This design comes from an exercise in tuning for small area, a short achievable clock period and few clock cycles on the open sky130 flow, not from production work.
The RTL was checked by simulation tests, not by an equivalence proof against the original design. No driver is modelled on the clock port, so clocking that relies on it looks cheaper here than on a real chip.

## box3x3_star_detect_top
module box3x3_star_detect_top (
   input  logic                           clock,
   input  logic                           reset,
   input  logic                           req_valid,
   output logic                           req_ready,
   input  logic [b3sd_pkg::PIX_W-1:0]     req_pixel,
   output logic                           rsp_valid,
   input  logic                           rsp_ready,
   output logic                           rsp_star,
   output logic                           rsp_end_of_row,
   output logic                           rsp_end_of_frame,
   input  logic                           csr_valid,
   output logic                           csr_ready,
   input  logic [b3sd_pkg::CSR_IDX_W-1:0] csr_index,
   input  logic [b3sd_pkg::CSR_DATA_W-1:0] csr_data
);
   localparam int PIX_W  = b3sd_pkg::PIX_W;
   localparam int LVL_W  = b3sd_pkg::LVL_W;
   localparam int VS_W   = 7;    
   localparam int QDEPTH = 2;    
   localparam int CAP    = 3;    
   function automatic logic [10:0] inc11(input logic [10:0] x);
      logic [10:0] p;
      p = x;
      for (int d = 1; d < 11; d = d * 2) begin
         for (int i = 10; i >= d; i--) begin
            p[i] = p[i] & p[i-d];
         end
      end
      inc11 = x ^ {p[9:0], 1'b1};
   endfunction
   function automatic logic carry10(input logic [9:0] a, input logic [9:0] b);
      logic [9:0] g, p;
      g = a & b;
      p = a ^ b;
      for (int d = 1; d < 10; d = d * 2) begin
         for (int i = 9; i >= d; i--) begin
            g[i] = g[i] | (p[i] & g[i-d]);
            p[i] = p[i] & p[i-d];
         end
      end
      carry10 = g[9];
   endfunction
   function automatic logic [6:0] add7(input logic [6:0] a, input logic [6:0] b);
      logic [6:0] g, p, h;
      g = a & b;
      p = a ^ b;
      h = p;
      for (int d = 1; d < 7; d = d * 2) begin
  ...
Size: ~1,400 flip-flops, ~29 I/O pins, roughly 0.031 mm² of cells after synthesis.
Settings: LEC_CHECK=0, CAP_MARGIN=20, CORE_MARGIN=2, CORE_UTILIZATION=70, CTS_CLUSTER_DIAMETER=100, CTS_CLUSTER_SIZE=30, SETUP_SLACK_MARGIN=3.2, SLEW_MARGIN=20; clock period 5.5 ns.
standard.sh (not shown) runs the stock make flow with config.mk's settings and CLKGATE_MAP_FILE= SYNTH_SCRIPT=/design/flow/synth_recipe.tcl, a recipe that flattens the netlist after the stock synthesis.
==> flow/flow/run.sh <==
#!/bin/bash
# Standard layout with plain buffers on the ports and no CTS dummy loads.
set -euo pipefail
export BUFFER_PORTS_ARGS="-buffer_cell sky130_fd_sc_hd__buf_2"
export CTS_ARGS="-sink_clustering_enable -repair_clock_nets -dont_use_dummy_load -sink_clustering_size 30 -sink_clustering_max_diameter 100"
bash standard.sh > standard.log 2>&1
The baseline finished clean.
Testbench counts at the start, summed over its fixed seeds: cycles 49,168.
Rerun with:
==> flow/run.sh (new file) <==
#!/bin/bash
# synth_recipe.tcl (not shown) runs the flow's synth.tcl, then flattens the netlist and writes it again
# the make line also repeats each setting of config.mk as NAME=value (left out here)
make -C /OpenROAD-flow-scripts/flow DESIGN_CONFIG=/design/flow/config.mk WORK_HOME=/design/flow/orfs CLKGATE_MAP_FILE= SYNTH_SCRIPT=/design/flow/synth_recipe.tcl finish
CTS_BUF_LIST = sky130_fd_sc_hd__clkbuf_8   (was not set)
CTS_CLUSTER_DIAMETER = 80   (was 100)
CTS_CLUSTER_SIZE = 20   (was 30)
removed: flow/flow/run.sh
removed: flow/standard.sh
Outcome: The changed run ran to the end with no violations; global-route usage shrinks by 3.1 points; synthesized area is unchanged; die area is unchanged; design area is about the same; routed wire length came out lower by 15%.

========
Another version of the RTL of box3x3_star_detect_top (not shown whole).
Size in the first run: roughly 1900 cells after synthesis, ~1400 flip-flops, ~29 I/O pins.
clock: 5.5 ns
lec_check: 0
cap_margin: 20
core_margin: 2
core_utilization: 82
cts_cluster_diameter: 70
cts_cluster_size: 36
setup_slack_margin: 3.2
slew_margin: 20
==> flow/flow/run.sh <==
#!/bin/bash
# Standard layout with plain buffers on the ports and no CTS dummy loads.
set -euo pipefail
export BUFFER_PORTS_ARGS="-buffer_cell sky130_fd_sc_hd__buf_2"
export CTS_ARGS="-sink_clustering_enable -repair_clock_nets -dont_use_dummy_load -sink_clustering_size 36 -sink_clustering_max_diameter 70"
bash standard.sh > standard.log 2>&1
The first run died in 3_5_place_dp.
Testbench counts at the start, summed over its fixed seeds: cycles 49,184.
Rerun with:
==> flow/flow/run.sh (replaced) <==
#!/bin/bash
# Standard layout with plain buffers on the ports and no CTS dummy loads.
set -euo pipefail
export BUFFER_PORTS_ARGS="-buffer_cell sky130_fd_sc_hd__buf_2"
export CTS_ARGS="-sink_clustering_enable -repair_clock_nets -dont_use_dummy_load -sink_clustering_size 30 -sink_clustering_max_diameter 100"
bash standard.sh > standard.log 2>&1
- CORE_UTILIZATION: 82 -> 80
- CTS_CLUSTER_DIAMETER: 70 -> default
- CTS_CLUSTER_SIZE: 36 -> default
- PLACE_DENSITY: default -> 0.86
The changed run stopped in 3_5_place_dp. Area after synthesis does not change. Synthesized cell count is unchanged.
Rerun with:
- CELL_PAD_IN_SITES_DETAIL_PLACEMENT: default -> 0
- CELL_PAD_IN_SITES_GLOBAL_PLACEMENT: default -> 0
- CORE_UTILIZATION: 80 -> 78
- PLACE_DENSITY: 0.86 -> 0.84
Now the flow stopped in 4_1_cts with DPL-0033. Synthesized cell count is unchanged. Synthesized area does not change.

[what the ideal ports hide]
Ports are ideal in the flow. The routed layouts listed here were re-timed in OpenROAD. Step 1 (the two cells are an assumption about what drives the block):
set clk [get_ports {clock}]
set_driving_cell -lib_cell sky130_fd_sc_hd__clkbuf_16 $clk
set_driving_cell -lib_cell sky130_fd_sc_hd__buf_2 [delete_from_list [all_inputs] $clk]
Step 2 moves the port delays by t, midway between the first and last clock arrival at a register: inputs arrive t later, outputs are due t later. That takes back most of the time a late clock gives input paths. Three values: no drivers, after step 1, after step 2; two values: the first two.
run | t (ns) | setup WS [ns] | worst setup path after step 2 | cell pins on the clock port's net
the first run of note 1 | 0.667 | 3.167 / 3.167 / 2.655 | input to register | 1
the second run of note 1 | 0.730 | 3.163 / 3.112 / 2.480 | input to register | 1
After both steps setup and hold are still met in every run listed. The setup slack of the second run of note 1, which loses most, moves by -0.051 ns with the drivers and by -0.683 ns with both steps.
